What follows belongs to an exercise in optimizing a design on an open flow for small area, a short achievable clock period and few clock cycles; a production flow would make more cautious choices.
Function was checked by simulation only, so behaviour that the tests miss may differ from the original.
Power and IR drop assume default switching activity.

==> design.v <==
`default_nettype none
package clle_pkg;
   localparam int NODE_COUNT_DEF = 16;
   localparam int CNT_W          = 5;
   localparam logic [3:0] OP_CLEAR      = 4'd0;
   localparam logic [3:0] OP_MODIFY     = 4'd1;
   localparam logic [3:0] OP_VIEW       = 4'd2;
   localparam logic [3:0] OP_INS_FIRST  = 4'd3;
   localparam logic [3:0] OP_INS_LAST   = 4'd4;
   localparam logic [3:0] OP_INS_AFTER  = 4'd5;
   localparam logic [3:0] OP_DEL_FIRST  = 4'd6;
   localparam logic [3:0] OP_DEL_LAST   = 4'd7;
   localparam logic [3:0] OP_DEL_KEY    = 4'd8;
   localparam logic [3:0] OP_FREE_COUNT = 4'd9;
   localparam logic [1:0] ST_OK        = 2'd0;
   localparam logic [1:0] ST_EMPTY     = 2'd1;
   localparam logic [1:0] ST_NOT_FOUND = 2'd2;
   localparam logic [1:0] ST_NO_MEM    = 2'd3;
endpackage
`default_nettype wire
`default_nettype none
module cursor_linked_list_engine #(
   parameter int NODE_COUNT = clle_pkg::NODE_COUNT_DEF
) (
   input  logic                       clock,
   input  logic                       reset,
   input  logic                       req_valid,
   output logic                       req_ready,
   input  logic [3:0]                 req_operation,
   input  logic signed [31:0]         req_match_key,
   input  logic signed [31:0]         req_new_key,
   input  logic [31:0]                req_new_payload,
   output logic                       rsp_valid,
   input  logic                       rsp_ready,
   output logic [1:0]                 rsp_status,
   output logic signed [31:0]         rsp_key_out,
   output logic [31:0]                rsp_payload_out,
   output logic [clle_pkg::CNT_W-1:0] rsp_count_out,
   output logic                       rsp_last
);
   localparam int N  = NODE_COUNT;
   localparam int IW = $clog2(N);
   localparam int CW = clle_pkg::CNT_W;
   logic [IW-1:0]     pos [N];
   logic [N-1:0]      lv;           
   logic [31:0]       key [N];
   logic [31:0]       pay [N];
   logic              a_free;       
   logic              a_valid, a_nop;
   logic [3:0]        a_op;
   logic [31:0]       a_nk, a_np;
   logic [N-1:0]      a_eqn;        
   logic              a_eqy;        
   logic              b_valid;
   logic              b_more;       
   logic              b_clr, b_mod, b_view, b_insf, b_insl, b_insa;
   logic              b_delf, b_dell, b_delk, b_fc;
   logic [31:0]       b_nk, b_np;
   logic [N-1:0]      b_mpos;       
   logic [N-1:0]      b_vsel;       
   logic [CW-1:0]     b_vcnt;       
   logic [N-1:0]      b_wsel;       
   logic              r_valid;
   logic [1:0]        r_status;
   logic [CW-1:0]     r_count;
   logic              r_last;
   logic              r_rd;         
   logic [IW-1:0]     r_node;       
   logic              o_valid;
   logic [1:0]        o_status;
   logic [31:0]       o_key, o_pay;
   logic [CW-1:0]     o_count;
   logic              o_last;
   logic              s_valid;
   logic [1:0]        s_status;
   logic [31:0]       s_key, s_pay;
   logic [CW-1:0]     s_count;
   logic              s_last;
   function automatic logic [N-1:0] prefix_or(input logic [N-1:0] x);
      logic [N-1:0] y;
      y = x;
      for (int d = 1; d < N; d = d * 2) begin
         y = y | (y << d);
      end
      prefix_or = y;
   endfunction
   logic              go;           
   logic              b_load;       
   logic              empty, full;
   logic [N-1:0]      mv, aft, fpos;
   logic              found;
   logic              exec;         
   logic              insf_ok, insl_ok, insa_ok, delf_ok, delk_ok, dell_ok;
   logic              mods_ok, modf_ok, modw;
   logic              ins_ok, del_ok;
   logic [N-1:0]      sel_new, sel_right, sel_left, msel_new;
   logic              sel_d15;
   logic [IW-1:0]     delnode, newnode, vnode, tailnode;
   logic [N-1:0]      delsel_oh;
   logic [N-1:0]      lvn;          
   logic              b_emit;
   logic [1:0]        b_status;
   logic [CW-1:0]     b_count;
   logic              b_last;
   logic              b_rd;
   logic [IW-1:0]     b_node;
   logic [N-1:0]      we;
   logic [N-1:0]      lv_next;
   logic [CW-1:0]     len;
   assign go     = !s_valid;
   assign b_load = go && (!b_valid || !b_more);
   assign empty  = !lv[0];
   assign full   = lv[N-1];
   assign lvn    = lv >> 1;
   assign mv     = b_mpos & lv;
   assign aft    = prefix_or(mv);
   assign fpos   = mv & ~(aft << 1);
   assign found  = |mv;
   assign exec   = b_valid && go;
   assign insf_ok = exec && b_insf && !full;
   assign insl_ok = exec && b_insl && !full;
   assign insa_ok = exec && b_insa && !full;         
   assign delf_ok = exec && b_delf && !empty;
   assign dell_ok = exec && b_dell && !empty;
   assign delk_ok = exec && b_delk;                  
   assign mods_ok = exec && b_mod && !full;          
   assign modf_ok = exec && b_mod && b_more;         
   assign modw    = exec && b_mod && full && !b_more;    
   assign ins_ok  = insf_ok || insl_ok || (insa_ok && found);
   assign del_ok  = delf_ok || dell_ok || (delk_ok && found);
   always_comb begin
      for (int i = 0; i < N; i++) begin
         if (i == 0) begin
            sel_new[i]   = insf_ok || (insl_ok && !lv[0]) || (mods_ok && fpos[0]);
            sel_right[i] = 1'b0;
         end else begin
            sel_new[i]   = (insl_ok && lv[i-1] && !lv[i]) || (insa_ok && fpos[i-1]) ||
                           (mods_ok && fpos[i]);
            sel_right[i] = insf_ok || (insl_ok && !lv[i-1]) ||
                           (insa_ok && ((i >= 2) ? aft[i-2] : 1'b0));
         end
         if (i == N - 1) sel_left[i] = 1'b0;
         else sel_left[i] = delf_ok || (delk_ok && aft[i]);
         msel_new[i] = sel_new[i] || (modw && fpos[i]);
      end
      sel_d15 = delf_ok || ((delk_ok || mods_ok) && found);
   end
   assign delsel_oh = b_delf ? {{(N-1){1'b0}}, 1'b1} : fpos;
   always_comb begin
      delnode  = '0;
      vnode    = '0;
      tailnode = '0;
      for (int i = 0; i < N; i++) begin
         delnode  = delnode  | (delsel_oh[i]        ? pos[i] : '0);
         vnode    = vnode    | (b_vsel[i]           ? pos[i] : '0);
         tailnode = tailnode | ((lv[i] && !lvn[i])  ? pos[i] : '0);
      end
   end
   assign newnode = pos[N-1];
   always_comb begin
      len = '0;
      for (int i = 0; i < N; i++) if (lv[i]) len = CW'(i + 1);
   end
   always_comb begin
      b_emit   = b_valid && !(b_mod && b_more);
      b_status = clle_pkg::ST_OK;
      b_count  = '0;
      b_last   = 1'b1;
      b_rd     = 1'b0;
      b_node   = delnode;
      if (b_mod) begin
         if (empty)           b_status = clle_pkg::ST_EMPTY;
         else if (!found)     b_status = clle_pkg::ST_NOT_FOUND;
      end
      if (b_view) begin
         if (empty) begin
            b_status = clle_pkg::ST_EMPTY;
         end else begin
            b_count = b_vcnt;
            b_last  = !b_more;
            b_rd    = 1'b1;
            b_node  = vnode;
         end
      end
      if (b_insf || b_insl) begin
         if (full)            b_status = clle_pkg::ST_NO_MEM;
      end
      if (b_insa) begin
         if (empty)           b_status = clle_pkg::ST_EMPTY;
         else if (!found)     b_status = clle_pkg::ST_NOT_FOUND;
         else if (full)       b_status = clle_pkg::ST_NO_MEM;
      end
      if (b_delf || b_dell || b_delk) begin
         if (empty)           b_status = clle_pkg::ST_EMPTY;
         else if (b_delk && !found) b_status = clle_pkg::ST_NOT_FOUND;
      end
      if (b_delf)             b_rd = !empty;
      if (b_delk)             b_rd = found;
      if (b_dell) begin
         b_rd   = !empty;
         b_node = tailnode;
      end
      if (b_fc) begin
         b_count = CW'(N) - len;
         if (full)            b_status = clle_pkg::ST_NO_MEM;
      end
   end
   always_comb begin
      for (int n = 0; n < N; n++) begin
         we[n] = (go && !full && newnode == IW'(n)) || (modw && b_wsel[n]);
      end
   end
   always_ff @(posedge clock) begin
      for (int n = 0; n < N; n++) begin
         if (we[n]) begin
            key[n] <= b_nk;
            pay[n] <= b_np;
         end
      end
   end
   always_comb begin
      lv_next = lv;
      if (exec && b_clr)  lv_next = '0;
      else if (ins_ok)    lv_next = {lv[N-2:0], 1'b1};
      else if (del_ok)    lv_next = {1'b0, lv[N-1:1]};
   end
   always_ff @(posedge clock) begin
      if (reset) begin
         for (int i = 0; i < N; i++) pos[i] <= IW'(i);
         lv <= '0;
      end else begin
         for (int i = 0; i < N; i++) begin
            if (sel_new[i])                        pos[i] <= newnode;
            else if (sel_right[i])                 pos[i] <= pos[(i + N - 1) % N];
            else if (sel_left[i])                  pos[i] <= pos[(i + 1) % N];
            else if (i == N - 1 && sel_d15)        pos[i] <= delnode;
         end
         lv <= lv_next;
      end
   end
   logic [N-1:0] mp, mpos_next;
   always_comb begin
      for (int i = 0; i < N; i++) begin
         mp[i] = 1'b0;
         for (int n = 0; n < N; n++) mp[i] = mp[i] | ((pos[i] == IW'(n)) && a_eqn[n]);
      end
      for (int i = 0; i < N; i++) begin
         if (msel_new[i])                     mpos_next[i] = a_eqy;
         else if (sel_right[i])               mpos_next[i] = mp[(i + N - 1) % N];
         else if (sel_left[i])                mpos_next[i] = mp[(i + 1) % N];
         else                                 mpos_next[i] = mp[i];
      end
   end
   logic [N-1:0] eqn_next;
   logic         eq_a, eq_b;
   assign eq_a = (a_nk == req_match_key);
   assign eq_b = (b_nk == req_match_key);
   always_comb begin
      for (int n = 0; n < N; n++) eqn_next[n] = we[n] ? eq_b : (key[n] == req_match_key);
   end
   assign req_ready = a_free;
   always_ff @(posedge clock) begin
      if (a_free) begin
         a_op  <= req_operation;
         a_nop <= req_operation > clle_pkg::OP_FREE_COUNT;
         a_nk  <= req_new_key;
         a_np  <= req_new_payload;
         a_eqn <= eqn_next;
         a_eqy <= b_load ? eq_a : eq_b;
      end
   end
   logic a_valid_next, a_nop_next, b_valid_next, b_more_next, s_valid_next;
   logic o_free, r_fire;
   assign o_free = !o_valid || rsp_ready;
   assign r_fire = r_valid && go;
   assign s_valid_next = !o_free && (s_valid || r_fire);
   always_comb begin
      a_valid_next = a_free ? req_valid : a_valid;
      a_nop_next   = a_free ? (req_operation > clle_pkg::OP_FREE_COUNT) : a_nop;
      if (b_load) begin
         b_valid_next = a_valid && !a_nop;
         b_more_next  = ((a_op == clle_pkg::OP_VIEW) && lv_next[1]) ||
                        ((a_op == clle_pkg::OP_MODIFY) && lv_next[N-1]);
      end else begin
         b_valid_next = b_valid;
         if (exec) b_more_next = b_view && (|(b_vsel & (lv >> 2)));
         else      b_more_next = b_more;
      end
   end
   always_ff @(posedge clock) begin
      if (reset) begin
         a_valid <= 1'b0;
         b_valid <= 1'b0;
         b_more  <= 1'b0;
         a_free  <= 1'b1;
      end else begin
         a_valid <= a_valid_next;
         b_valid <= b_valid_next;
         b_more  <= b_more_next;
         a_free  <= !a_valid_next || a_nop_next ||
                    (!s_valid_next && (!b_valid_next || !b_more_next));
      end
   end
   always_ff @(posedge clock) begin
      if (b_load) begin
         b_clr  <= a_op == clle_pkg::OP_CLEAR;
         b_mod  <= a_op == clle_pkg::OP_MODIFY;
         b_view <= a_op == clle_pkg::OP_VIEW;
         b_insf <= a_op == clle_pkg::OP_INS_FIRST;
         b_insl <= a_op == clle_pkg::OP_INS_LAST;
         b_insa <= a_op == clle_pkg::OP_INS_AFTER;
         b_delf <= a_op == clle_pkg::OP_DEL_FIRST;
         b_dell <= a_op == clle_pkg::OP_DEL_LAST;
         b_delk <= a_op == clle_pkg::OP_DEL_KEY;
         b_fc   <= a_op == clle_pkg::OP_FREE_COUNT;
         b_nk   <= a_nk;
         b_np   <= a_np;
         b_mpos <= mpos_next;
         b_vsel <= {{(N-1){1'b0}}, 1'b1};
         b_vcnt <= CW'(1);
      end else if (exec) begin
         b_vsel <= b_vsel << 1;
         b_vcnt <= b_vcnt + CW'(1);
      end
      if (modf_ok) begin
         for (int n = 0; n < N; n++) b_wsel[n] <= (delnode == IW'(n)) && found;
      end
   end
   always_ff @(posedge clock) begin
      if (reset) begin
         r_valid <= 1'b0;
      end else if (go) begin
         r_valid <= b_emit;
      end
   end
   always_ff @(posedge clock) begin
      if (go) begin
         r_status <= b_status;
         r_count  <= b_count;
         r_last   <= b_last;
         r_rd     <= b_rd;
         r_node   <= b_node;
      end
   end
   logic [31:0] r_key, r_pay;
   always_comb begin
      r_key = '0;
      r_pay = '0;
      for (int n = 0; n < N; n++) begin
         if (r_rd && r_node == IW'(n)) begin
            r_key = r_key | key[n];
            r_pay = r_pay | pay[n];
         end
      end
   end
   always_ff @(posedge clock) begin
      if (reset) begin
         o_valid <= 1'b0;
         s_valid <= 1'b0;
      end else begin
         if (o_free) o_valid <= s_valid || r_fire;
         s_valid <= s_valid_next;
      end
   end
   always_ff @(posedge clock) begin
      if (o_free) begin
         if (s_valid) begin
            o_status <= s_status;
            o_key    <= s_key;
            o_pay    <= s_pay;
            o_count  <= s_count;
            o_last   <= s_last;
         end else begin
            o_status <= r_status;
            o_key    <= r_key;
            o_pay    <= r_pay;
            o_count  <= r_count;
            o_last   <= r_last;
         end
      end
      if (!s_valid) begin
         s_status <= r_status;
         s_key    <= r_key;
         s_pay    <= r_pay;
         s_count  <= r_count;
         s_last   <= r_last;
      end
   end
   assign rsp_valid       = o_valid;
   assign rsp_status      = o_status;
   assign rsp_key_out     = o_key;
   assign rsp_payload_out = o_pay;
   assign rsp_count_out   = o_count;
   assign rsp_last        = o_last;
endmodule
`default_nettype wire
==> run.sh <==
#!/bin/bash
# synth_recipe.tcl (not shown) runs the flow's synth.tcl, then flattens the netlist and writes it again
# the make line also repeats each setting of config.mk as NAME=value (left out here)
make -C /OpenROAD-flow-scripts/flow DESIGN_CONFIG=/design/flow/config.mk WORK_HOME=/design/flow/orfs CLKGATE_MAP_FILE= SYNTH_SCRIPT=/design/flow/synth_recipe.tcl finish
==> config.mk <==
export PLATFORM = sky130hd
export DESIGN_NAME = cursor_linked_list_engine
export DESIGN_NICKNAME = cursor_linked_list_engine
export VERILOG_FILES = /design/flow/design.v
export SDC_FILE = /design/flow/constraint.sdc
export NUM_CORES = 8
export LEC_CHECK = 0
export ABC_CLOCK_PERIOD_IN_PS = 3000
export CAP_MARGIN = 20
export CORE_MARGIN = 2
export CORE_UTILIZATION = 55
export PLACE_DENSITY = 0.65
export SETUP_SLACK_MARGIN = 3.7
export SLEW_MARGIN = 20
==> constraint.sdc <==
create_clock -name core_clock -period 7.0 [get_ports {clock}]
set_input_delay 1.4000 -clock core_clock [delete_from_list [all_inputs] [get_ports {clock}]]
set_output_delay 1.4000 -clock core_clock [all_outputs]
set_load 0.01 [all_outputs]
==> flow_summary.json, run 1 <==
{
  "status": "finished clean",
  "dp_slack_ns": 2.43,
  "tightestPinTransition_ns": 1.19,
  "coreArea_um2": 117000,
  "p_comb_share_pct": 3.9,
  "numCtsBuffers": 152,
  "drive_above_1_share_pct": 14.5,
  "setup_ws_ns": 3.57,
  "worst_ep_required_time_ns": 7.58,
  "fin_skew_ns": 0.0567,
  "p_int_mw": 14.5,
  "grt_pass1_wl_mm": 369,
  "synth_cell_type_count": 92,
  "critPathMaxStageDelay_ns": 0.68,
  "crit_path_end_kind": "register",
  "dr.first_iter.drc_count": 9057,
  "cp_slowest_cell": "a221oi_1",
  "hold_viol": 0,
  "antenna_found_initial": 17,
  "grt_overflow": 0,
  "clk_pin_slew_ns": 0.06,
  "synth_cells": 4481,
  "yosys-top-cells-area": "edfxtp_1 (60%), xnor2_1 (7.6%), dfxtp_1 (5.6%)",
  "placed_cell_area_um2": 68500,
  "syn_nets": 4587,
  "start_util_pct": 55.6,
  "vias": 47600,
  "wl_met2_mm": 112,
  "root_buffer": "clkbuf_16",
  "route.met3.wl_mm": 46.1,
  "syn_avg_cell_area_um2": 14.5,
  "highest_layer": "met5",
  "stdcell_area_um2": 74700,
  "drv_slew": 0,
  "grt_max_degree": 65,
  "ys_ff_latch": 1481,
  "num_io_pins": 178,
  "seq_power_share_pct": 52.3,
  "htree_levels": 4,
  "crit_type": "reg2reg",
  "met1_length_mm": 104,
  "dieArea_um2": 121000,
  "rsz0062_at_grt": "yes",
  "synth_top_area_share_pct": 60.2,
  "hold_class": "reg2reg",
  "fin_util_pct": 64.1,
  "clk_latency_ns": 0.83,
  "clockPowerShare_pct": 43.8,
  "max_cap_violations": 0,
  "whs_ns": 0.414,
  "power_mw": 18.9,
  "multi_input_area_um2": 21800,
  "cp_max_fo": 38,
  "synthArstFlopShare_pct": 0,
  "wirelength_mm": 276,
  "cts_tree": "yes",
  "yosysSeqAreaShare_pct": 65.8,
  "clock-sinks": 1481,
  "grt_pass1_vias": 43200,
  "finalSetupViolations": 0,
  "min_period_over_period_pct": 49.0,
  "synthFlopType": "edfxtp_1",
  "die_w_um": 347,
  "fmax_ghz": 0.292,
  "wl_per_cell_um": 43.5,
  "firstDrtPassIters": 8,
  "syn_to_final_growth_pct": 15.3,
  "ff_latch_area_um2": 42700,
  "power.density_nw_per_um2": 252,
  "nNetsFinal": 4783,
  "clk_path_buf_depth": 3,
  "p_sw_mw": 4.31,
  "yosysTopAreaCell": "edfxtp_1",
  "place.gp.congestion": 1.11,
  "cp_cell_sequence": "buf_4 > nand3_2 > nor3_2 > buf_6 > buf_8 > a221oi_1 > nand4_1 > mux2_2",
  "p_sw_share_pct": 22.9,
  "p_leak_nw": 24.6,
  "startpoint_type": "register",
  "fin_cells": 6341,
  "dp_hpwl_mm": 170,
  "port_buffers": 177,
  "grt_use_total_pct": 44.9,
  "drcViolationCount": 0,
  "fillers": 8408,
  "cp.arrival_ns": 4.00,
  "setup_tns_ns": 0,
  "peakVddDrop_v": 0.000287,
  "fp.dieH_um": 347,
  "placed_cells": 5974,
  "netlist_area_um2": 64800,
  "slew_headroom_pct": 18.7,
  "synth_warnings": 4,
  "viasPerCell": 7.51,
  "final_antenna_net_count": 0,
  "rows": 125,
  "fin_crit_ns": 3.43,
  "synth_edf_count": 1300
}
## power by group through the flow
stage | clock [mW] | combinational, mW | sequential, mW
4_1_cts | 8.24 | 0.689 | 9.85
5_1_grt | 8.58 | 0.730 | 9.86
3_5_place_dp | 0 | 0.676 | 10.0
6_report | 8.25 | 0.742 | 9.85
3_3_place_gp | 0 | 0.684 | 10.0
2_1_floorplan | 0 | 0.320 | 9.96
## cell usage in the layout (no fill, tap or decap), drive strengths merged, types with 12 or more instances in the layout
cell type	synthesis	layout
a22oi	54	54
clkbuf	288	218
and3	13	13
and2	18	18
inv	14	20
mux4	48	48
a21oi	87	87
o31ai	19	19
nor3	54	54
a221oi	287	287
nand4	228	228
xnor2	561	561
a22o	299	318
o22ai	12	12
mux2	103	103
dfxtp	181	181
clkinv	0	51
buf	40	170
nand3	43	43
edfxtp	1300	1300
nand2b	20	20
mux2i	120	120
nand3b	15	15
nand2	160	160
a211oi	32	32
xor2	19	19
o21ai	81	81
clkdlybuf4s50	0	165
a211o	20	20
nor2b	24	24
nor2	160	161
nor4	52	52
## metal layers
layer / global-route usage (%) / vias to the layer above
met5: 0 / -
met4: 17.9 / 16
met3: 18.2 / 740
met2: 61.5 / 4393
met1: 63.6 / 24000
li1: - / 18400
## synthesized netlist by cell type (48+ instances only)
master and n:
mux2_2 101, clkbuf_1 288, a21oi_1 83, xnor2_1 561, nor2_1 160, nor4_1 51
mux4_2 48, nor3_1 48, a22oi_1 54, dfxtp_1 181, o21ai_0 72, mux2i_1 120
nand2_1 160, a221oi_1 285, a22o_1 299, edfxtp_1 1300, nand4_1 224
## flip-flops by register name (all words and copies together), names as in the netlist, 16 cells and up
| name | flops |
|---|---|
| pos | 64 |
| o_pay | 32 |
| pay | 512 |
| a_nk | 32 |
| b_np | 32 |
| b_vsel | 16 |
| b_nk | 32 |
| a_eqn | 16 |
| s_key | 32 |
| s_pay | 32 |
| key | 512 |
| a_np | 32 |
| b_mpos | 16 |
| o_key | 32 |
| b_wsel | 16 |
| lv | 16 |
## cells by family after synthesis
group | count (synthesis) | synth area share, %
compound gates | 989 | 12.2
xor+xnor | 580 | 7.84
fa+ha+maj | 2 | 0.0386
buf+inv | 342 | 2.02
flops | 1481 | 65.8
mux | 271 | 5.31
simple gates | 816 | 6.74
## cell type report
type                    count  area share (%)
clock inverters            69            1.10
flip-flops and latches   1481            57.1
clock buffers             214            5.64
multi-input cells        2685            29.1
inverters                  14          0.0737
well taps                1524            2.55
repair buffers            343            4.33
diodes                     11          0.0368
## path summary, 6_finish.rpt
kind / startpoint / slack, ns / cells after the start / endpoint
hold reg to reg: a_np[24]$_DFFE_PP_ / 0.41 / 0 / b_np[24]$_DFFE_PP_
setup / recovery: r_rd$_DFFE_PN_ / 3.57 / 8 / o_key[3]$_DFFE_PP_
setup reg to reg: r_rd$_DFFE_PN_ / 3.57 / 8 / o_key[3]$_DFFE_PP_
hold / removal: a_np[24]$_DFFE_PP_ / 0.41 / 0 / b_np[24]$_DFFE_PP_
## worst max-delay path: cells and delay by family (launching register included)
kind / cells / cell delay (ns)
AO/OA/AOI/OAI: 1 / 0.68
buffers and inverters: 3 / 0.70
flip-flops: 1 / 0.54
multiplexers: 1 / 0.42
AND/OR/NAND/NOR: 3 / 0.73
## timing repair
item / 4_1_cts / 5_1_grt
resized for setup: 61 / 50
setup endpoints to repair: 1177 / 560
buffers inserted: 24 / 16
cloned: 27 / 4
pin swaps: 27 / 7
hold buffers: 0 / 0
Testbench counts, summed over its fixed seeds: cycles 4,893.
==> run 2: changes to the inputs <==
--- a/config.mk
+++ b/config.mk
@@ -12,3 +12,3 @@
 export PLACE_DENSITY = 0.65
-export SETUP_SLACK_MARGIN = 3.7
+export SETUP_SLACK_MARGIN = 4.0
 export SLEW_MARGIN = 20
==> run 2 against run 1 <==
Against the previous run: worst setup slack better by 0.17 ns; highest routed layer unchanged; count of clock-buffer cells in the layout is 2 lower; global-route usage is 0.13 points lower; core utilization up 1.5 points; still clean; clock skew decreased by 0.0099 ns; power rose by 1.1%; synthesized cell count did not move; fmax is 5.3% higher.
==> flow_summary.json, run 2 <==
{
  "htree_levels": 4,
  "yosysSeqAreaShare_pct": 65.8,
  "rsz0062_at_grt": "yes",
  "synth_top_family_by_area": "compound AO/OA/AOI/OAI gates",
  "synth_top_area_share_pct": 60.2,
  "hold_buffers": 0,
  "crit_path_end_kind": "register",
  "synth_cell_type_count": 92,
  "wl_per_cell_um": 43.9,
  "synth_warnings": 4,
  "final_common_cell": "edfxtp_1",
  "synthFlopType": "edfxtp_1",
  "slew_headroom_pct": 22.6,
  "fp.dieH_um": 347,
  "peakVddDrop_v": 0.000325,
  "numCtsBuffers": 153,
  "tightestPinTransition_ns": 1.16,
  "synthMuxAreaShare_pct": 5.31,
  "drive_above_1_share_pct": 17.6,
  "crit_type": "in2reg",
  "p_comb_share_pct": 4.0,
  "power_mw": 19.1,
  "cts_tree": "yes",
  "yosys-top-cells-area": "edfxtp_1 (60%), xnor2_1 (7.6%), dfxtp_1 (5.6%)",
  "ys_ff_latch": 1481,
  "syn_nets": 4587,
  "worst_ep_required_time_ns": 7.65,
  "fin_crit_ns": 3.26,
  "p_sw_mw": 4.27,
  "yosys.area_share.simple_pct": 6.74,
  "syn_to_final_growth_pct": 18.0,
  "r2r-start": "r_rd$_DFFE_PN_",
  "clockPowerShare_pct": 44.3,
  "synthArstFlopShare_pct": 0,
  "drcViolationCount": 0,
  "synth_compound_area_share_pct": 12.2,
  "yosys-top-cells-count": "edfxtp_1 (1300), xnor2_1 (561), a22o_1 (299)",
  "synth.most_common_cell": "edfxtp_1",
  "yosysTopAreaCell": "edfxtp_1",
  "cp-startpoint": "req_match_key[25]",
  "clk_pin_slew_ns": 0.06,
  "cp.arrival_ns": 3.91,
  "grt_pass1_wl_mm": 369,
  "final_antenna_net_count": 0,
  "num_io_pins": 178,
  "hold_class": "reg2reg",
  "dr.first_iter.drc_count": 9769,
  "synth_cells": 4481,
  "setup_tns_ns": 0,
  "min_period_over_period_pct": 46.5,
  "dp_hpwl_mm": 165,
  "status": "finished clean",
  "wirelength_mm": 282,
  "setup_ws_ns": 3.74,
  "busiest_layer": "met1",
  "synth_edf_count": 1300,
  "grt_max_degree": 65,
  "vias": 48600,
  "fin_util_pct": 65.7,
  "clock-sinks": 1481,
  "dp_slack_ns": 2.38,
  "p_sw_share_pct": 22.4,
  "netlist_area_um2": 64800,
  "clk_path_buf_depth": 3,
  "nNetsFinal": 4878,
  "grt_use_total_pct": 44.7,
  "layout_common_cells": "edfxtp_1 (1300), xnor2_1 (543), a22o_1 (287)",
  "min_from": "a_np[18]$_DFFE_PP_",
  "finalSetupViolations": 0,
  "port_buffers": 177,
  "root_buffer": "clkbuf_16",
  "antenna_found_initial": 18,
  "syn_avg_cell_area_um2": 14.5,
  "rows": 125,
  "power.density_nw_per_um2": 249,
  "use_met2_pct": 60.4,
  "met3_usage_pct": 20.4,
  "grt_pass1_vias": 43500,
  "p_int_mw": 14.8,
  "start_util_pct": 55.6,
  "dieArea_um2": 121000,
  "grtUsageMet1_pct": 62.0,
  "grt_overflow": 0,
  "coreArea_um2": 117000,
  "cp_max_fo": 18,
  "drv_slew": 0,
  "die_w_um": 347,
  "place.gp.congestion": 1.08,
  "fin_skew_ns": 0.0468,
  "largest_registers": "key (512), pay (512), pos (64)",
  "p_leak_nw": 25.8,
  "seq_power_share_pct": 51.7,
  "hold_viol": 0,
  "firstDrtPassIters": 9,
  "clk_latency_ns": 0.83,
  "synth_xor_area_share_pct": 7.84,
  "startpoint_type": "input port",
  "max_cap_violations": 0,
  "viasPerCell": 7.55,
  "fmax_ghz": 0.307,
  "synth_fa_ha_area_share_pct": 0.0386
}
-- run 2: cell counts after synthesis --
No cell type changed its count.
-- run 2: kinds of logic after synthesis --
kind of cell	count (synthesis)
multiplexers	271
buffers and inverters	342
adder cells (fa/ha/maj)	2
XOR/XNOR	580
AND/OR/NAND/NOR	816
AO/OA/AOI/OAI	989
flip-flops	1481
-- run 2: metrics by stage --
step / instances / hold WS [ns] / cell area (um2)
finish: 6436 / 0.412 / 76500
global route: 6422 / 0.425 / 76500
floorplan: 4481 / 0.400 / 64900
CTS: 6340 / 0.418 / 75000
global placement: 5975 / 0.401 / 68500
detailed placement: 5976 / 0.405 / 68500
-- run 2: final timing paths --
kind                            cells past startpoint  slack [ns]             endpoint
worst max-delay path                                7        3.74   a_eqn[9]$_DFFE_PP_
worst min register to register                      0        0.41   b_np[18]$_DFFE_PP_
worst max register to register                     10        3.84  o_key[13]$_DFFE_PP_
worst min-delay path                                0        0.41   b_np[18]$_DFFE_PP_
-- run 2: final cells by class --
cell class | count | area, um2
Antenna cell | 15 | 37.5
Fill cell | 8288 | 40000
Sequential cell | 1481 | 42700
Timing Repair Buffer | 435 | 4210
Tap cell | 1524 | 1910
Inverter | 14 | 55.1
Clock inverter | 68 | 891
Multi-Input combinational cell | 2687 | 22400
Clock buffer | 212 | 4290
-- run 2: worst max-delay path: stages --
cell and delay [ns]:
clkdlybuf4s50_1 0.40, buf_4 0.25, xnor2_1 0.73, nand4_1 0.19, nor4_1 0.56, nand2_1 0.15
mux2i_1 0.20
-- run 2: power groups by stage --
stage               Combinational, mW  Sequential, mW  Clock [mW]
finish                          0.758            9.85        8.45
global route                    0.744            9.86        8.77
CTS                             0.686            9.85        8.44
floorplan                       0.324            9.96           0
detailed placement              0.677            10.0           0
global placement                0.682            10.0           0
-- run 2: what timing repair did --
action / CTS / global route
setup buffers: 53 / 67
pin swaps: 37 / 35
endpoints found under the setup margin: 1323 / 504
cloned: 31 / 14
resized for setup: 216 / 130
-- run 2: routing by layer --
metal / wire length [um] / vias up / part of all wire (%)
met2: 112000 / 4834 / 40
met3: 52300 / 913 / 19
met4: 15800 / 22 / 5.6
li1: - / 18600 / -
met5: 611 / - / 0.22
met1: 101000 / 24200 / 36
==> run 3: changes to the inputs <==
--- a/design.v
+++ b/design.v
@@ -66,4 +66,3 @@
    logic              r_last;
-   logic              r_rd;         
-   logic [IW-1:0]     r_node;       
+   logic [N-1:0]      r_sel;        
    logic              o_valid;
@@ -92,2 +91,3 @@
    logic              exec;         
+   logic              bv;           
    logic              insf_ok, insl_ok, insa_ok, delf_ok, delk_ok, dell_ok;
@@ -119,11 +119,12 @@
    assign exec   = b_valid && go;
-   assign insf_ok = exec && b_insf && !full;
-   assign insl_ok = exec && b_insl && !full;
-   assign insa_ok = exec && b_insa && !full;         
-   assign delf_ok = exec && b_delf && !empty;
-   assign dell_ok = exec && b_dell && !empty;
-   assign delk_ok = exec && b_delk;                  
-   assign mods_ok = exec && b_mod && !full;          
-   assign modf_ok = exec && b_mod && b_more;         
-   assign modw    = exec && b_mod && full && !b_more;    
+   assign bv     = b_valid;
+   assign insf_ok = bv && b_insf && !full;
+   assign insl_ok = bv && b_insl && !full;
+   assign insa_ok = bv && b_insa && !full;         
+   assign delf_ok = bv && b_delf && !empty;
+   assign dell_ok = bv && b_dell && !empty;
+   assign delk_ok = bv && b_delk;                  
+   assign mods_ok = bv && b_mod && !full;          
+   assign modf_ok = bv && b_mod && b_more;         
+   assign modw    = bv && b_mod && full && !b_more;    
    assign ins_ok  = insf_ok || insl_ok || (insa_ok && found);
@@ -209,3 +210,3 @@
       for (int n = 0; n < N; n++) begin
-         we[n] = (go && !full && newnode == IW'(n)) || (modw && b_wsel[n]);
+         we[n] = go && ((!full && newnode == IW'(n)) || (modw && b_wsel[n]));
       end
@@ -222,3 +223,3 @@
       lv_next = lv;
-      if (exec && b_clr)  lv_next = '0;
+      if (bv && b_clr)    lv_next = '0;
       else if (ins_ok)    lv_next = {lv[N-2:0], 1'b1};
@@ -230,3 +231,3 @@
          lv <= '0;
-      end else begin
+      end else if (go) begin
          for (int i = 0; i < N; i++) begin
@@ -324,3 +325,3 @@
       end
-      if (modf_ok) begin
+      if (go && modf_ok) begin
          for (int n = 0; n < N; n++) b_wsel[n] <= (delnode == IW'(n)) && found;
@@ -340,4 +341,3 @@
          r_last   <= b_last;
-         r_rd     <= b_rd;
-         r_node   <= b_node;
+         for (int n = 0; n < N; n++) r_sel[n] <= b_rd && (b_node == IW'(n));
       end
@@ -349,3 +349,3 @@
       for (int n = 0; n < N; n++) begin
-         if (r_rd && r_node == IW'(n)) begin
+         if (r_sel[n]) begin
             r_key = r_key | key[n];
--- a/config.mk
+++ b/config.mk
@@ -10,4 +10,4 @@
 export CORE_MARGIN = 2
-export CORE_UTILIZATION = 55
-export PLACE_DENSITY = 0.65
+export CORE_UTILIZATION = 60
+export PLACE_DENSITY = 0.7
 export SETUP_SLACK_MARGIN = 4.0
==> run 3 against run 2 <==
Against the previous run: still clean on timing, DRC and antenna; power fell by 2.3%; sequential power rose by 0.6%; core utilization rose by 3.3 points; register-to-register slack improved by 0.12 ns; critical endpoint is now a_eqn[6]$_DFFE_PP_; highest routed layer unchanged.
==> flow_summary.json, run 3 <==
{
  "grt_pass1_vias": 43400,
  "setup_ws_ns": 3.90,
  "fp.dieH_um": 335,
  "hold_viol": 0,
  "final_common_cell": "edfxtp_1",
  "root_buffer": "clkbuf_16",
  "wirelength_mm": 252,
  "cp.arrival_ns": 3.73,
  "synthFlopType": "edfxtp_1",
  "hold_class": "reg2reg",
  "dp_slack_ns": 2.37,
  "port_buffers": 177,
  "clk_path_buf_depth": 3,
  "fin_skew_ns": 0.0388,
  "synth.most_common_cell": "edfxtp_1",
  "synth_edf_count": 1311,
  "tightestPinTransition_ns": 1.27,
  "critPathMaxStageDelay_ns": 0.61,
  "cts_tree": "yes",
  "p_leak_nw": 24.7,
  "grt_use_total_pct": 44.4,
  "clock-sinks": 1492,
  "htree_levels": 4,
  "numCtsBuffers": 151,
  "startpoint_type": "input port",
  "dieArea_um2": 112000,
  "syn_nets": 4775,
  "ys_ff_latch": 1492,
  "viasPerCell": 7.45,
  "num_io_pins": 178,
  "use_met2_pct": 64.3,
  "synth_cell_type_count": 90,
  "fmax_ghz": 0.322,
  "nNetsFinal": 4932,
  "cp_max_fo": 18,
  "crit_type": "in2reg",
  "max_cap_violations": 0,
  "yosysTopAreaCell": "edfxtp_1",
  "clk_latency_ns": 0.80,
  "synth_warnings": 4,
  "clk_pin_slew_ns": 0.06,
  "start_util_pct": 60.4,
  "wl_per_cell_um": 39.5,
  "coreArea_um2": 109000,
  "power.density_nw_per_um2": 249,
  "status": "finished clean",
  "vias": 47500,
  "synthArstFlopShare_pct": 0,
  "slew_headroom_pct": 15.0,
  "finalSetupViolations": 0,
  "met3_usage_pct": 13.5,
  "final_antenna_net_count": 0,
  "worst_ep_required_time_ns": 7.62,
  "die_w_um": 335,
  "netlist_area_um2": 65700,
  "place.gp.congestion": 1.08,
  "setup_tns_ns": 0,
  "rsz0062_at_grt": "yes",
  "drive_above_1_share_pct": 13.2,
  "dr.first_iter.drc_count": 8664,
  "syn_avg_cell_area_um2": 14.1,
  "rows": 121,
  "synth_cells": 4669,
  "min_period_over_period_pct": 44.4,
  "fin_crit_ns": 3.11,
  "yosys-top-cells-area": "edfxtp_1 (60%), xnor2_1 (7.5%), dfxtp_1 (5.5%)",
  "placed_cells": 6036,
  "busiest_layer": "met2",
  "antenna_found_initial": 16,
  "peakVddDrop_v": 0.000239,
  "yosysSeqAreaShare_pct": 65.5,
  "drcViolationCount": 0,
  "grt_pass1_wl_mm": 346,
  "yosys-top-cells-count": "edfxtp_1 (1311), xnor2_1 (562), clkbuf_1 (258)",
  "syn_to_final_growth_pct": 14.1,
  "grtUsageMet1_pct": 62.5,
  "layout_common_cells": "edfxtp_1 (1311), xnor2_1 (546), a22oi_1 (247)",
  "crit_path_end_kind": "register",
  "grt_overflow": 0,
  "synth_top_area_share_pct": 59.9,
  "cp_cell_sequence": "clkdlybuf4s50_1 > buf_6 > xnor2_1 > nand4_1 > nor4_1 > nand2_1 > mux2i_1",
  "grt_max_degree": 108,
  "cp_slowest_cell": "xnor2_1",
  "firstDrtPassIters": 6,
  "hold_buffers": 0,
  "drv_slew": 0,
  "dp_hpwl_mm": 159,
  "fin_cells": 6374,
  "largest_registers": "key (512), pay (512), pos (64)"
}
-- run 3: cell type report --
type	count	area, um2
clock inverter	62	657
antenna	6	15.0
sequential	1492	43000
clock buffer	219	4250
tap	1414	1770
multi-input combinational	2774	21800
fill	7558	33800
inverter	54	208
timing repair buffer	353	3260
-- run 3: worst max-delay path, delay by kind of cell --
kind                   cells  cell delay (ns)
buffers and inverters      2             0.67
multiplexers               1             0.18
AND/OR/NAND/NOR            3             0.85
XOR/XNOR                   1             0.61
-- run 3: metal layers --
metal	wire length [um]	vias up
met5	60	-
met4	13500	10
met3	38300	676
met2	108000	4336
met1	91900	23700
li1	-	18800
-- run 3: kinds of logic after synthesis --
kind of cell | Yosys count | synth area share, %
adders and majority gates | 2 | 0.0381
and+or+nand+nor | 922 | 7.53
buffers and inverters | 410 | 2.43
AOI/OAI and AO/OA | 1038 | 12.2
xor gates and xnor gates | 579 | 7.72
DFF | 1492 | 65.5
muxes | 226 | 4.63
-- run 3: worst paths after layout --
check | slack [ns] | cells after the start | to | start
worst max-delay path | 3.90 | 7 | a_eqn[6]$_DFFE_PP_ | req_match_key[25]
worst min-delay path | 0.41 | 0 | b_np[19]$_DFFE_PP_ | a_np[19]$_DFFE_PP_
worst max register to register | 3.96 | 7 | r_sel[0]$_DFFE_PN_ | lv[5]$_SDFFE_PP0P_
worst min register to register | 0.41 | 0 | b_np[19]$_DFFE_PP_ | a_np[19]$_DFFE_PP_
-- run 3: what timing repair did --
action                                  in CTS  in global routing
endpoints found under the hold margin        0                  0
endpoints found under the setup margin     540                259
cloned                                       7                  0
buffers inserted                            30                 14
resized for setup                          134                 54
pin swaps                                   16                 10
-- run 3: power by group --
part	internal, mW	leakage (nW)	switching (mW)	total [mW]
registers	9.76	14.0	0.152	9.91
clock network	4.46	2.39	3.56	8.02
logic	0.242	8.23	0.451	0.693
-- run 3: metrics by stage --
step,instance area [um2],hold slack [ns],total power [mW],utilization [%]
2_1_floorplan,65900,0.400,10.4,-
3_3_place_gp,69100,0.402,10.7,63.5
3_5_place_dp,69100,0.405,10.7,63.5
4_1_cts,74500,0.419,18.6,68.6
5_1_grt,74900,0.421,19.0,68.9
6_report,74900,0.414,18.6,68.9
Testbench counts of run 3, summed over its fixed seeds: cycles 4,893.
==> run 4: changes to the inputs <==
--- a/config.mk
+++ b/config.mk
@@ -10,4 +10,4 @@
 export CORE_MARGIN = 2
-export CORE_UTILIZATION = 60
-export PLACE_DENSITY = 0.7
+export CORE_UTILIZATION = 55
+export PLACE_DENSITY = 0.65
 export SETUP_SLACK_MARGIN = 4.0
==> run 4 against run 3 <==
Against the previous run: worst setup slack improved by 0.0014 ns; die area increased by 9.0%; power increased by 1.8%; fmax about the same; core utilization decreased by 5.2 points; via count decreased by 1.1%; sequential cell count unchanged; combinational power increased by 2%; clock skew decreased by 0.0080 ns; synthesized cell count unchanged; register-to-register slack got worse by 0.02 ns; sequential share of layout area decreased by 0.37 points.
==> flow_summary.json, run 4 <==
{
  "num_io_pins": 178,
  "clock-sinks": 1492,
  "cp_cell_sequence": "clkdlybuf4s50_1 > buf_4 > xnor2_1 > nand4_1 > nor4_4 > nand2_1 > mux2i_1",
  "clk_path_buf_depth": 3,
  "hold_depth": 0,
  "drv_slew": 0,
  "fillers": 8805,
  "slew_headroom_pct": 25.1,
  "synthArstFlopShare_pct": 0,
  "crit_path_end_kind": "register",
  "synth_cells": 4669,
  "grt_use_total_pct": 42.2,
  "wirelength_mm": 260,
  "min_to": "b_np[8]$_DFFE_PP_",
  "die_w_um": 350,
  "cp_max_fo": 18,
  "place.gp.congestion": 1.12,
  "peakVddDrop_v": 0.000275,
  "clk_latency_ns": 0.81,
  "grt_overflow": 0,
  "final_common_cell": "edfxtp_1",
  "power.density_nw_per_um2": 251,
  "p_leak_nw": 24.9,
  "max_cap_violations": 0,
  "root_buffer": "clkbuf_16",
  "htree_levels": 4,
  "rows": 126,
  "highest_layer": "met5",
  "start_util_pct": 55.5,
  "grt_pass1_wl_mm": 355,
  "setup_ws_ns": 3.90,
  "setup_tns_ns": 0,
  "fp.dieH_um": 350,
  "critPathMaxStageDelay_ns": 0.56,
  "nNetsFinal": 4941,
  "clk_pin_slew_ns": 0.07,
  "fin_cells": 6502,
  "vias": 47000,
  "firstDrtPassIters": 7,
  "dr.first_iter.drc_count": 8298,
  "wl_met2_mm": 112,
  "fin_crit_ns": 3.10,
  "synth.most_common_cell": "edfxtp_1",
  "synth_edf_count": 1311,
  "syn_to_final_growth_pct": 14.8,
  "worst_ep_required_time_ns": 7.66,
  "fin_skew_ns": 0.0308,
  "r2r-start": "r_sel[14]$_DFFE_PN_",
  "tightestPinTransition_ns": 1.12,
  "cts_tree": "yes",
  "crit_type": "in2reg",
  "hold_viol": 0,
  "synth_cell_type_count": 90,
  "placed_cells": 6172,
  "fmax_ghz": 0.322,
  "synth_warnings": 4,
  "layout_common_cells": "edfxtp_1 (1311), xnor2_1 (540), a22oi_1 (248)",
  "hold_class": "reg2reg",
  "drive_above_1_share_pct": 13.6,
  "reg2reg_to": "o_key[4]$_DFFE_PP_",
  "syn_avg_cell_area_um2": 14.1,
  "cp.arrival_ns": 3.76,
  "grt_max_degree": 78,
  "final_antenna_net_count": 0,
  "min_period_over_period_pct": 44.3,
  "cp_slowest_cell": "nand4_1",
  "route.met3.wl_mm": 35.8,
  "yosys-top-cells-area": "edfxtp_1 (60%), xnor2_1 (7.5%), dfxtp_1 (5.5%)",
  "dp_hpwl_mm": 168,
  "whs_ns": 0.415,
  "coreArea_um2": 118000,
  "rsz0062_at_grt": "yes",
  "finalSetupViolations": 0,
  "cp-startpoint": "req_match_key[2]",
  "drcViolationCount": 0,
  "numCtsBuffers": 153,
  "r2r_cells": 7,
  "yosys-top-cells-count": "edfxtp_1 (1311), xnor2_1 (562), clkbuf_1 (258)",
  "min_from": "a_np[8]$_DFFE_PP_",
  "status": "finished clean",
  "met1_length_mm": 98.6,
  "startpoint_type": "input port",
  "dp_slack_ns": 2.83,
  "dieArea_um2": 122000,
  "largest_registers": "key (512), pay (512), pos (64)",
  "reg2reg_setup_slack_ns": 3.94,
  "antenna_found_initial": 21,
  "grt_pass1_vias": 43300,
  "port_buffers": 177,
  "wl_per_cell_um": 40.0,
  "synthFlopType": "edfxtp_1",
  "ys_ff_latch": 1492,
  "synth_top_area_share_pct": 59.9,
  "yosysSeqAreaShare_pct": 65.5,
  "yosysTopAreaCell": "edfxtp_1",
  "netlist_area_um2": 65700,
  "syn_nets": 4775,
  "viasPerCell": 7.22
}
==> run 4: cell counts after synthesis <==
Identical to the previous run, type by type.
==> run 4: what timing repair did <==
action | in CTS | in global routing
pin swaps | 12 | 7
setup endpoints to repair | 703 | 164
hold endpoints to repair | 0 | 0
gates cloned | 2 | 0
hold buffers | 0 | 0
setup buffers | 24 | 18
gates resized for setup | 140 | 59
==> run 4: worst max-delay path, delay by kind of cell <==
| kind | cells | cell delay (ns) |
|---|---|---|
| muxes | 1 | 0.13 |
| buffers and inverters | 2 | 0.79 |
| xor gates and xnor gates | 1 | 0.23 |
| and+or+nand+nor | 3 | 1.18 |
==> run 4: layer usage <==
| layer | up-vias | global-route usage (%) |
|---|---|---|
| met4 | 20 | 17.9 |
| met5 | - | 0.706 |
| met2 | 3724 | 61.4 |
| met1 | 23800 | 58.6 |
| li1 | 18800 | - |
| met3 | 704 | 13.2 |
==> run 4: cell families (layout without fill, tap and decap cells) <==
logic type / Yosys count / after routing / synth area share (%)
buf+inv: 410 / 699 / 2.43
fa+ha+maj: 2 / 2 / 0.0381
mux: 226 / 226 / 4.63
other cells: 0 / 6 / 0
xor+xnor: 579 / 579 / 7.72
flops: 1492 / 1492 / 65.5
compound gates: 1038 / 1038 / 12.2
simple gates: 922 / 924 / 7.53
==> run 4: worst max path at each step <==
| stage | end | slack [ns] | depth (start not counted) |
|---|---|---|---|
| finish | a_eqn[14]$_DFFE_PP_ | 3.90 | 7 |
| CTS | r_sel[15]$_DFFE_PN_ | 3.99 | 10 |
| global placement | a_eqy$_DFFE_PP_ | 2.29 | 6 |
| floorplan | a_eqn[13]$_DFFE_PP_ | 4.00 | 7 |
| global route | a_eqn[9]$_DFFE_PP_ | 3.91 | 7 |
| detailed placement | a_eqn[8]$_DFFE_PP_ | 2.83 | 7 |
==> run 4: power breakdown <==
group | internal (mW) | switching (mW)
Sequential | 9.76 | 0.151
Clock | 4.78 | 3.57
Combinational | 0.243 | 0.463
Total | 14.8 | 4.19
==> run 4: area by class of cell <==
cell class | count | area, um2 | area share (%)
inverter | 54 | 206 | 0.274
clock buffer | 218 | 4320 | 5.73
timing repair buffer | 365 | 3360 | 4.45
sequential | 1492 | 43000 | 57.0
antenna | 6 | 15.0 | 0.0199
tap | 1536 | 1920 | 2.55
clock inverter | 62 | 768 | 1.02
multi-input combinational | 2769 | 21800 | 28.9
==> run 4: through the flow <==
step / utilization [%] / instance area, um2 / power (mW)
final: 63.8 / 75400 / 19.0
after global routing: 63.8 / 75400 / 19.3
after CTS: 63.4 / 74900 / 18.9
after detailed placement: 58.6 / 69300 / 10.7
after global placement: 58.6 / 69300 / 10.8
after floorplan: - / 65900 / 10.4
==> run 5: changes to the inputs <==
--- a/config.mk
+++ b/config.mk
@@ -8,3 +8,3 @@
 export ABC_CLOCK_PERIOD_IN_PS = 3000
-export CAP_MARGIN = 20
+export CAP_MARGIN = 60
 export CORE_MARGIN = 2
@@ -13,2 +13,2 @@
 export SETUP_SLACK_MARGIN = 4.0
-export SLEW_MARGIN = 20
+export SLEW_MARGIN = 80
==> run 5 against run 4 <==
Against the previous run: synthesized cell count did not move; area after synthesis did not move; via count rose by 11%; critical endpoint is now lv[3]$_SDFFE_PP0P_; largest cell class unchanged.
==> flow_summary.json, run 5 <==
{
  "coreArea_um2": 118000,
  "synth_xor_area_share_pct": 7.72,
  "yosysSeqAreaShare_pct": 65.5,
  "synth_cell_type_count": 90,
  "numCtsBuffers": 154,
  "clk_path_buf_depth": 3,
  "synthFlopType": "edfxtp_1",
  "max_cap_violations": 0,
  "cts_tree": "yes",
  "ys_ff_latch": 1492,
  "fin_skew_ns": 0.0400,
  "start_util_pct": 55.5,
  "synth_top_area_share_pct": 59.9,
  "met3_usage_pct": 12.9,
  "setup_tns_ns": 0,
  "synth.most_common_cell": "edfxtp_1",
  "rsz0062_at_grt": "yes",
  "firstDrtPassIters": 6,
  "drive_above_1_share_pct": 34.8,
  "clk_latency_ns": 0.83,
  "worst_ep_required_time_ns": 7.73,
  "yosys-top-cells-count": "edfxtp_1 (1311), xnor2_1 (562), clkbuf_1 (258)",
  "syn_to_final_growth_pct": 35.4,
  "min_period_over_period_pct": 44.2,
  "port_buffers": 177,
  "synth_fa_ha_area_share_pct": 0.0381,
  "grt_pass1_vias": 48500,
  "rows": 126,
  "final_common_cell": "edfxtp_1",
  "die_w_um": 350,
  "syn_nets": 4775,
  "grt_max_degree": 29,
  "hold_class": "reg2reg",
  "whs_ns": 0.418,
  "dr.first_iter.drc_count": 8894,
  "place.gp.congestion": 1.12,
  "fin_crit_ns": 3.09,
  "wl_per_cell_um": 37.7,
  "synth_cells": 4669,
  "fillers": 7176,
  "yosys.area_share.simple_pct": 7.53,
  "synthArstFlopShare_pct": 0,
  "slew_headroom_pct": 64.3,
  "fmax_ghz": 0.323,
  "cp_max_fo": 5,
  "vias": 52000,
  "antenna_found_initial": 7,
  "power_mw": 19.3,
  "synthMuxAreaShare_pct": 4.63,
  "status": "finished clean",
  "crit_type": "reg2reg",
  "power.density_nw_per_um2": 217,
  "synth_warnings": 4,
  "busiest_layer": "met2",
  "num_io_pins": 178,
  "drv_slew": 0,
  "layout_common_cells": "edfxtp_1 (1311), buf_2 (276), xnor2_1 (273)",
  "yosysTopAreaCell": "edfxtp_1",
  "synth_top_family_by_area": "compound AO/OA/AOI/OAI gates",
  "clk_pin_slew_ns": 0.06,
  "syn_avg_cell_area_um2": 14.1,
  "drcViolationCount": 0,
  "htree_levels": 4,
  "grt_pass1_wl_mm": 378,
  "grtUsageMet1_pct": 60.8,
  "wirelength_mm": 278,
  "crit_path_end_kind": "register",
  "viasPerCell": 7.07,
  "peakVddDrop_v": 0.000274,
  "yosys-top-cells-area": "edfxtp_1 (60%), xnor2_1 (7.5%), dfxtp_1 (5.5%)",
  "dp_slack_ns": 2.62,
  "root_buffer": "clkbuf_16",
  "dp_hpwl_mm": 198,
  "synth_compound_area_share_pct": 12.2,
  "synth_edf_count": 1311,
  "p_leak_nw": 31.7,
  "largest_registers": "key (512), pay (512), pos (64)",
  "grt_use_total_pct": 44.6,
  "clock-sinks": 1492,
  "nNetsFinal": 5801,
  "setup_ws_ns": 3.91,
  "tightestPinTransition_ns": 0.535,
  "final_antenna_net_count": 0,
  "hold_viol": 0,
  "fp.dieH_um": 350,
  "startpoint_type": "register",
  "netlist_area_um2": 65700,
  "hold_buffers": 0,
  "cp.arrival_ns": 3.82,
  "finalSetupViolations": 0,
  "dieArea_um2": 122000,
  "grt_overflow": 0,
  "use_met2_pct": 65.8
}
-- run 5: cell counts after synthesis --
Identical to the previous run, type by type.
-- run 5: final cells by class --
type | count | area (um2) | share of cell area [%]
antenna | 3 | 7.51 | 0.00844
clock buffer | 211 | 4330 | 4.87
clock inverter | 70 | 738 | 0.830
tap | 1536 | 1920 | 2.16
sequential | 1492 | 43200 | 48.6
multi-input combinational | 2768 | 25900 | 29.1
timing repair buffer | 1225 | 12600 | 14.2
inverter | 54 | 208 | 0.234
-- run 5: worst paths after layout --
check / startpoint / to / cells after the start / slack, ns
max: b_mpos[0]$_DFFE_PP_ / lv[3]$_SDFFE_PP0P_ / 16 / 3.91
max reg2reg: b_mpos[0]$_DFFE_PP_ / lv[3]$_SDFFE_PP0P_ / 16 / 3.91
min reg2reg: a_np[13]$_DFFE_PP_ / b_np[13]$_DFFE_PP_ / 0 / 0.42
min: a_np[13]$_DFFE_PP_ / b_np[13]$_DFFE_PP_ / 0 / 0.42
-- run 5: cell families after synthesis --
kind of cell,count (synthesis)
DFF,1492
AOI/OAI and AO/OA,1038
and+or+nand+nor,922
xor gates and xnor gates,579
buffers and inverters,410
muxes,226
adders and majority gates,2
-- run 5: metrics by stage --
stage / cells / util (%) / area, um2
finish: 7359 / 75.2 / 88900
detailed placement: 6889 / 68.2 / 80700
floorplan: 4669 / - / 65900
global route: 7356 / 75.2 / 88900
global placement: 6170 / 58.6 / 69300
CTS: 7263 / 73.4 / 86800
-- run 5: metal layers --
layer / up-vias / share of wire [%]
met5: - / 0.011
met4: 4 / 6.3
met3: 949 / 14
met2: 4511 / 43
met1: 26000 / 36
li1: 20600 / -
-- run 5: critical path: stages, from the launching register on --
cell and delay [ns]:
edfxtp_1 0.41, buf_6 0.15, buf_6 0.12, a222oi_1 0.27, buf_2 0.19, buf_6 0.13
and4_4 0.30, buf_6 0.12, buf_6 0.11, a31oi_4 0.11, nor2_4 0.16, buf_6 0.15
buf_6 0.10, a31oi_4 0.09, nor2_4 0.26, buf_6 0.18, a22o_1 0.15
-- run 5: timing repair --
action | in CTS | in global routing
endpoints found under the setup margin | 217 | 177
resized for setup | 281 | 232
pin swaps | 32 | 70
hold endpoints to repair | 0 | 0
setup buffers | 89 | 57
gates cloned | 4 | 4
-- run 5: where the power goes --
| group | internal, mW | switching [mW] | total [mW] |
|---|---|---|---|
| Clock | 4.73 | 3.61 | 8.34 |
| Combinational | 0.471 | 0.636 | 1.11 |
| Sequential | 9.74 | 0.0858 | 9.83 |
| Total | 14.9 | 4.33 | 19.3 |
==> run 6: changes to the inputs <==
--- a/config.mk
+++ b/config.mk
@@ -8,3 +8,3 @@
 export ABC_CLOCK_PERIOD_IN_PS = 3000
-export CAP_MARGIN = 60
+export CAP_MARGIN = 30
 export CORE_MARGIN = 2
@@ -13,2 +13,2 @@
 export SETUP_SLACK_MARGIN = 4.0
-export SLEW_MARGIN = 80
+export SLEW_MARGIN = 45
==> run 6 against run 5 <==
Against the previous run: via count shrank 8.9%; global-route usage down 2.4 points; area after synthesis unchanged; sequential cell count stayed put; core utilization fell by 11 points; clock skew is 0.0045 ns higher; count of clock-buffer cells in the layout shrank 3; clock power is 6.4% higher; synthesized cell count did not move.
==> flow_summary.json, run 6 <==
{
  "status": "finished clean",
  "largest_registers": "key (512), pay (512), pos (64)",
  "synthArstFlopShare_pct": 0,
  "antenna_found_initial": 14,
  "num_io_pins": 178,
  "cp_cell_sequence": "clkdlybuf4s50_1 > buf_4 > xnor2_1 > nand4_1 > nor4_4 > nand4_1 > o22ai_1",
  "viasPerCell": 7.23,
  "synth_warnings": 4,
  "clk_latency_ns": 0.83,
  "yosys-top-cells-count": "edfxtp_1 (1311), xnor2_1 (562), clkbuf_1 (258)",
  "wirelength_mm": 260,
  "wl_per_cell_um": 39.7,
  "cp-startpoint": "req_match_key[17]",
  "syn_nets": 4775,
  "hold_class": "reg2reg",
  "p_leak_nw": 25.4,
  "fin_skew_ns": 0.0445,
  "nNetsFinal": 4984,
  "grt_pass1_vias": 43700,
  "numCtsBuffers": 157,
  "start_util_pct": 55.5,
  "tightestPinTransition_ns": 0.961,
  "htree_levels": 4,
  "setup_ws_ns": 3.93,
  "dp_slack_ns": 2.76,
  "fp.dieH_um": 350,
  "yosysSeqAreaShare_pct": 65.5,
  "rows": 126,
  "max_cap_violations": 0,
  "slew_headroom_pct": 35.5,
  "drv_slew": 0,
  "min_from": "a_np[13]$_DFFE_PP_",
  "crit_path_frequent_cell": "nand4_1",
  "power_mw": 19.5,
  "drive_above_1_share_pct": 14.8,
  "yosys-top-cells-area": "edfxtp_1 (60%), xnor2_1 (7.5%), dfxtp_1 (5.5%)",
  "synth_cells": 4669,
  "reg2reg_setup_slack_ns": 3.97,
  "place.gp.congestion": 1.12,
  "port_buffers": 177,
  "drcViolationCount": 0,
  "layout_common_cells": "edfxtp_1 (1311), xnor2_1 (532), a22oi_1 (248)",
  "vias": 47400,
  "cts_tree": "yes",
  "min_period_over_period_pct": 43.9,
  "hold_buffers": 0,
  "synth_edf_count": 1311,
  "critPathMaxStageDelay_ns": 0.55,
  "finalSetupViolations": 0,
  "crit_type": "in2reg",
  "grt_use_total_pct": 42.2,
  "setup_tns_ns": 0,
  "coreArea_um2": 118000,
  "die_w_um": 350,
  "synth_top_area_share_pct": 59.9,
  "final_antenna_net_count": 0,
  "syn_avg_cell_area_um2": 14.1,
  "final_common_cell": "edfxtp_1",
  "crit_path_end_kind": "register",
  "power.density_nw_per_um2": 255,
  "grt_overflow": 0,
  "hold_viol": 0,
  "path_buf_inv": 2,
  "startpoint_type": "input port",
  "cp_slowest_cell": "nor4_4",
  "synth.most_common_cell": "edfxtp_1",
  "yosysTopAreaCell": "edfxtp_1",
  "grt_pass1_wl_mm": 355,
  "clk_pin_slew_ns": 0.07,
  "dp_hpwl_mm": 170,
  "synthFlopType": "edfxtp_1",
  "syn_to_final_growth_pct": 16.4,
  "dr.first_iter.drc_count": 7709,
  "rsz0062_at_grt": "yes",
  "fmax_ghz": 0.325,
  "clk_path_buf_depth": 3,
  "firstDrtPassIters": 8,
  "crit_family": "simple AND/OR/NAND/NOR gates",
  "dieArea_um2": 122000,
  "netlist_area_um2": 65700,
  "cp.arrival_ns": 3.74,
  "worst_ep_required_time_ns": 7.66,
  "root_buffer": "clkbuf_16",
  "ys_ff_latch": 1492,
  "clock-sinks": 1492,
  "r2r-start": "lv[2]$_SDFFE_PP0P_",
  "cp_max_fo": 18,
  "peakVddDrop_v": 0.000261,
  "grt_max_degree": 78,
  "synth_cell_type_count": 90,
  "fin_crit_ns": 3.07
}
-- run 6: cell counts after synthesis --
No cell type changed its count.
-- run 6: cell families (layout without fill, tap and decap cells) --
logic type	after synthesis	in the layout	share of synthesized area (%)
flip-flops	1492	1492	65.5
AO/OA/AOI/OAI	1038	1038	12.2
AND/OR/NAND/NOR	922	923	7.53
XOR/XNOR	579	579	7.72
buffers and inverters	410	751	2.43
multiplexers	226	226	4.63
adder cells (fa/ha/maj)	2	2	0.0381
other	0	6	0
-- run 6: layer usage --
| metal | wire length, um | global-route usage [%] | part of all wire (%) |
|---|---|---|---|
| met5 | 76 | 0 | 0.029 |
| met4 | 14900 | 19.3 | 5.7 |
| met3 | 37600 | 13.9 | 14 |
| met2 | 111000 | 61.4 | 43 |
| met1 | 96300 | 57.7 | 37 |
-- run 6: area by class of cell --
class | count | area (um2)
sequential | 1492 | 43000
fill | 8682 | 41800
multi-input combinational | 2768 | 21900
clock buffer | 208 | 4410
timing repair buffer | 405 | 3910
tap | 1536 | 1920
clock inverter | 84 | 1100
inverter | 54 | 206
antenna | 6 | 15.0
-- run 6: timing repair --
item                       in CTS  in global routing
gates cloned                    0                  2
buffers inserted               12                 30
resized for setup             120                 76
pin swaps                       9                 15
setup endpoints to repair     471                217
hold endpoints to repair        0                  0
-- run 6: power by group --
group	internal, mW	switching [mW]
combinational	0.254	0.466
clock	5.21	3.65
sequential	9.76	0.150
total	15.2	4.27
-- run 6: final timing paths --
path                              end  cells after the start
setup / recovery      a_eqy$_DFFE_PP_                      7
hold / removal     b_np[13]$_DFFE_PP_                      0
setup reg to reg  r_sel[14]$_DFFE_PN_                      9
hold reg to reg    b_np[13]$_DFFE_PP_                      0
-- run 6: metrics by stage --
step | area (um2) | util (%) | std cells | hold WS (ns)
after floorplan | 65900 | - | 4669 | 0.400
after global placement | 69300 | 58.6 | 6170 | 0.402
after detailed placement | 69900 | 59.1 | 6206 | 0.405
after CTS | 75700 | 64.0 | 6510 | 0.419
after global routing | 76400 | 64.6 | 6547 | 0.427
final | 76500 | 64.7 | 6553 | 0.420
==> run 7: changes to the inputs <==
--- a/config.mk
+++ b/config.mk
@@ -8,3 +8,3 @@
 export ABC_CLOCK_PERIOD_IN_PS = 3000
-export CAP_MARGIN = 30
+export CAP_MARGIN = 40
 export CORE_MARGIN = 2
@@ -13,2 +13,2 @@
 export SETUP_SLACK_MARGIN = 4.0
-export SLEW_MARGIN = 45
+export SLEW_MARGIN = 60
==> run 7 against run 6 <==
Against the previous run: global-route usage up 0.16 points; die area unchanged; sequential power about the same; clock skew up 0.0015 ns; highest routed layer unchanged; still clean; critical path type unchanged; largest power group unchanged; area after synthesis unchanged; hold slack worse by 0.0018 ns; sequential cell count unchanged; critical endpoint is now a_eqn[14]$_DFFE_PP_.
==> flow_summary.json, run 7 <==
{
  "fillers": 8559,
  "multi_input_area_um2": 22200,
  "min_period_over_period_pct": 42.9,
  "viasPerCell": 7.18,
  "yosysSeqAreaShare_pct": 65.5,
  "final_common_cell": "edfxtp_1",
  "synthArstFlopShare_pct": 0,
  "num_io_pins": 178,
  "tightestPinTransition_ns": 0.731,
  "grt_max_degree": 78,
  "firstDrtPassIters": 8,
  "power_mw": 19.1,
  "wirelength_mm": 261,
  "cp.arrival_ns": 3.66,
  "dr.first_iter.drc_count": 8662,
  "clk_pin_slew_ns": 0.07,
  "fp.dieH_um": 350,
  "drcViolationCount": 0,
  "syn_to_final_growth_pct": 17.4,
  "synth.most_common_cell": "edfxtp_1",
  "grt_pass1_vias": 44400,
  "yosys-top-cells-count": "edfxtp_1 (1311), xnor2_1 (562), clkbuf_1 (258)",
  "syn_avg_cell_area_um2": 14.1,
  "dp_hpwl_mm": 174,
  "worst_ep_required_time_ns": 7.66,
  "antenna_found_initial": 12,
  "drv_slew": 0,
  "numCtsBuffers": 156,
  "nNetsFinal": 5033,
  "crit_family": "simple AND/OR/NAND/NOR gates",
  "power.density_nw_per_um2": 248,
  "max_cap_violations": 0,
  "final_antenna_net_count": 0,
  "synth_edf_count": 1311,
  "fmax_ghz": 0.333,
  "layout_common_cells": "edfxtp_1 (1311), xnor2_1 (492), a22oi_1 (248)",
  "hold_viol": 0,
  "grt_pass1_wl_mm": 357,
  "critPathMaxStageDelay_ns": 0.58,
  "place.gp.congestion": 1.12,
  "crit_type": "in2reg",
  "hold_class": "reg2reg",
  "netlist_area_um2": 65700,
  "slew_headroom_pct": 50.9,
  "placed_cells": 6266,
  "coreArea_um2": 118000,
  "htree_levels": 4,
  "fin_cells": 6598,
  "synth_top_area_share_pct": 59.9,
  "vias": 47400,
  "fin_skew_ns": 0.0460,
  "status": "finished clean",
  "yosys-top-cells-area": "edfxtp_1 (60%), xnor2_1 (7.5%), dfxtp_1 (5.5%)",
  "p_leak_nw": 25.8,
  "clk_latency_ns": 0.81,
  "cp_max_fo": 18,
  "clock-sinks": 1492,
  "synth_warnings": 4,
  "peakVddDrop_v": 0.000263,
  "drive_above_1_share_pct": 16.9,
  "largest_registers": "key (512), pay (512), pos (64)",
  "ff_latch_area_um2": 43000,
  "yosysTopAreaCell": "edfxtp_1",
  "crit_path_end_kind": "register",
  "grt_use_total_pct": 42.3,
  "clk_path_buf_depth": 3,
  "fin_crit_ns": 3.00,
  "path_buf_inv": 2,
  "syn_nets": 4775,
  "dieArea_um2": 122000,
  "wl_per_cell_um": 39.5,
  "rows": 126,
  "start_util_pct": 55.5,
  "synth_cells": 4669,
  "synthFlopType": "edfxtp_1",
  "ys_ff_latch": 1492,
  "startpoint_type": "input port",
  "root_buffer": "clkbuf_16",
  "cts_tree": "yes",
  "finalSetupViolations": 0,
  "grt_overflow": 0,
  "port_buffers": 177,
  "cp_cell_sequence": "clkdlybuf4s50_1 > buf_8 > xnor2_1 > nand4_1 > nor4_4 > nand2_1 > mux2i_1",
  "setup_tns_ns": 0,
  "synth_cell_type_count": 90,
  "hold_buffers": 0,
  "rsz0062_at_grt": "yes",
  "cp_slowest_cell": "nand4_1",
  "die_w_um": 350
}
## run 7: cell types whose count changed in the layout (fill, tap and decap cells not counted), moves of 7 or more
cell | before | now
clkinv_2 | 25 | 18
bufinv_16 | 20 | 11
nor3_2 | 7 | 16
buf_8 | 8 | 17
dfxtp_2 | 6 | 29
buf_12 | 17 | 24
buf_4 | 144 | 168
clkbuf_1 | 25 | 45
xnor2_2 | 30 | 69
xnor2_1 | 532 | 492
dfxtp_1 | 173 | 149
## run 7: through the flow
stage          util (%)  worst slack (ns)  area [um2]  hold WS (ns)
3_5_place_dp       60.1              2.93       71100         0.405
3_3_place_gp       58.6              2.29       69300         0.402
5_1_grt            65.2              3.98       77100         0.425
4_1_cts            64.7              3.92       76400         0.418
2_1_floorplan         -              4.00       65900         0.400
6_report           65.2              4.00       77100         0.418
## run 7: worst paths after layout
check                      from                   to  slack, ns  depth (start not counted)
max            req_match_key[2]  a_eqn[14]$_DFFE_PP_       4.00                          7
max reg2reg  r_sel[0]$_DFFE_PN_  o_key[10]$_DFFE_PP_       4.01                          6
min           a_np[0]$_DFFE_PP_    b_np[0]$_DFFE_PP_       0.42                          0
min reg2reg   a_np[0]$_DFFE_PP_    b_np[0]$_DFFE_PP_       0.42                          0
## run 7: power breakdown
group	leakage, nW	switching, mW	internal [mW]
combinational	9.20	0.510	0.270
clock	2.53	3.58	4.85
sequential	14.0	0.118	9.76
total	25.8	4.21	14.9
## run 7: cell type report
class / count / share of cell area [%]
multi-input combinational: 2767 / 28.8
clock buffer: 226 / 5.76
timing repair buffer: 456 / 5.81
inverter: 54 / 0.268
sequential: 1492 / 55.8
clock inverter: 64 / 0.995
antenna: 3 / 0.00974
tap: 1536 / 2.49
## run 7: worst reg2reg max path: stages, from the launching register on
cell      delay (ns)
edfxtp_1        0.38
clkbuf_8        0.36
buf_4           0.43
a22o_1          0.30
a221oi_1        0.49
nand4_1         0.40
mux2_2          0.40
## run 7: repair_timing
action,in CTS,in global routing
setup buffers,9,6
pin swaps,4,9
endpoints found under the hold margin,0,0
gates resized for setup,100,47
endpoints found under the setup margin,207,80
## run 7: cell families after synthesis
logic type                 synth area share [%]
AOI/OAI and AO/OA                          12.2
adders and majority gates                0.0381
muxes                                      4.63
xor gates and xnor gates                   7.72
buffers and inverters                      2.43
and+or+nand+nor                            7.53
DFF                                        65.5
## run 7: layer usage
layer	vias up	part of all wire [%]	global-route usage, %
met3	740	14	12.1
met2	3777	43	61.4
met1	23900	38	59.1
li1	19000	-	-
met5	-	0.031	0
met4	12	5.7	19.9

re-timing with driven ports:
No port has a modelled driver above. Below, the same layouts with a new extraction and two added sets of constraints.
Step 1, drivers: a clkbuf_16 drives clock and a buf_2 each remaining input, both assumed.
Step 2, shift: input delay + t, output delay - t, t = (earliest + latest rising clock arrival at the registers) / 2. This alone moves slack from input paths to output paths.
Three values: ideal, step 1, step 2; two values: the first two.
| run | shift t [ns] | setup slack, ns | pins driven straight from the clock port |
|---|---|---|---|
| run 1 | 0.887 | 3.573 / 3.573 / 2.800 | 1 |
| run 2 | 0.894 | 3.744 / 3.789 / 2.895 | 1 |
| run 3 | 0.861 | 3.895 / 3.948 / 3.088 | 1 |
| run 4 | 0.870 | 3.896 / 3.941 / 3.071 | 1 |
| run 5 | 0.891 | 3.907 / 3.907 / 3.178 | 1 |
| run 6 | 0.882 | 3.926 / 3.969 / 3.099 | 1 |
| run 7 | 0.867 | 4.000 / 3.967 / 3.182 | 1 |
After both steps every run listed still meets setup and hold. For run 2, which loses most, drivers alone change the setup slack by +0.045 ns; drivers and shift together by -0.849 ns.
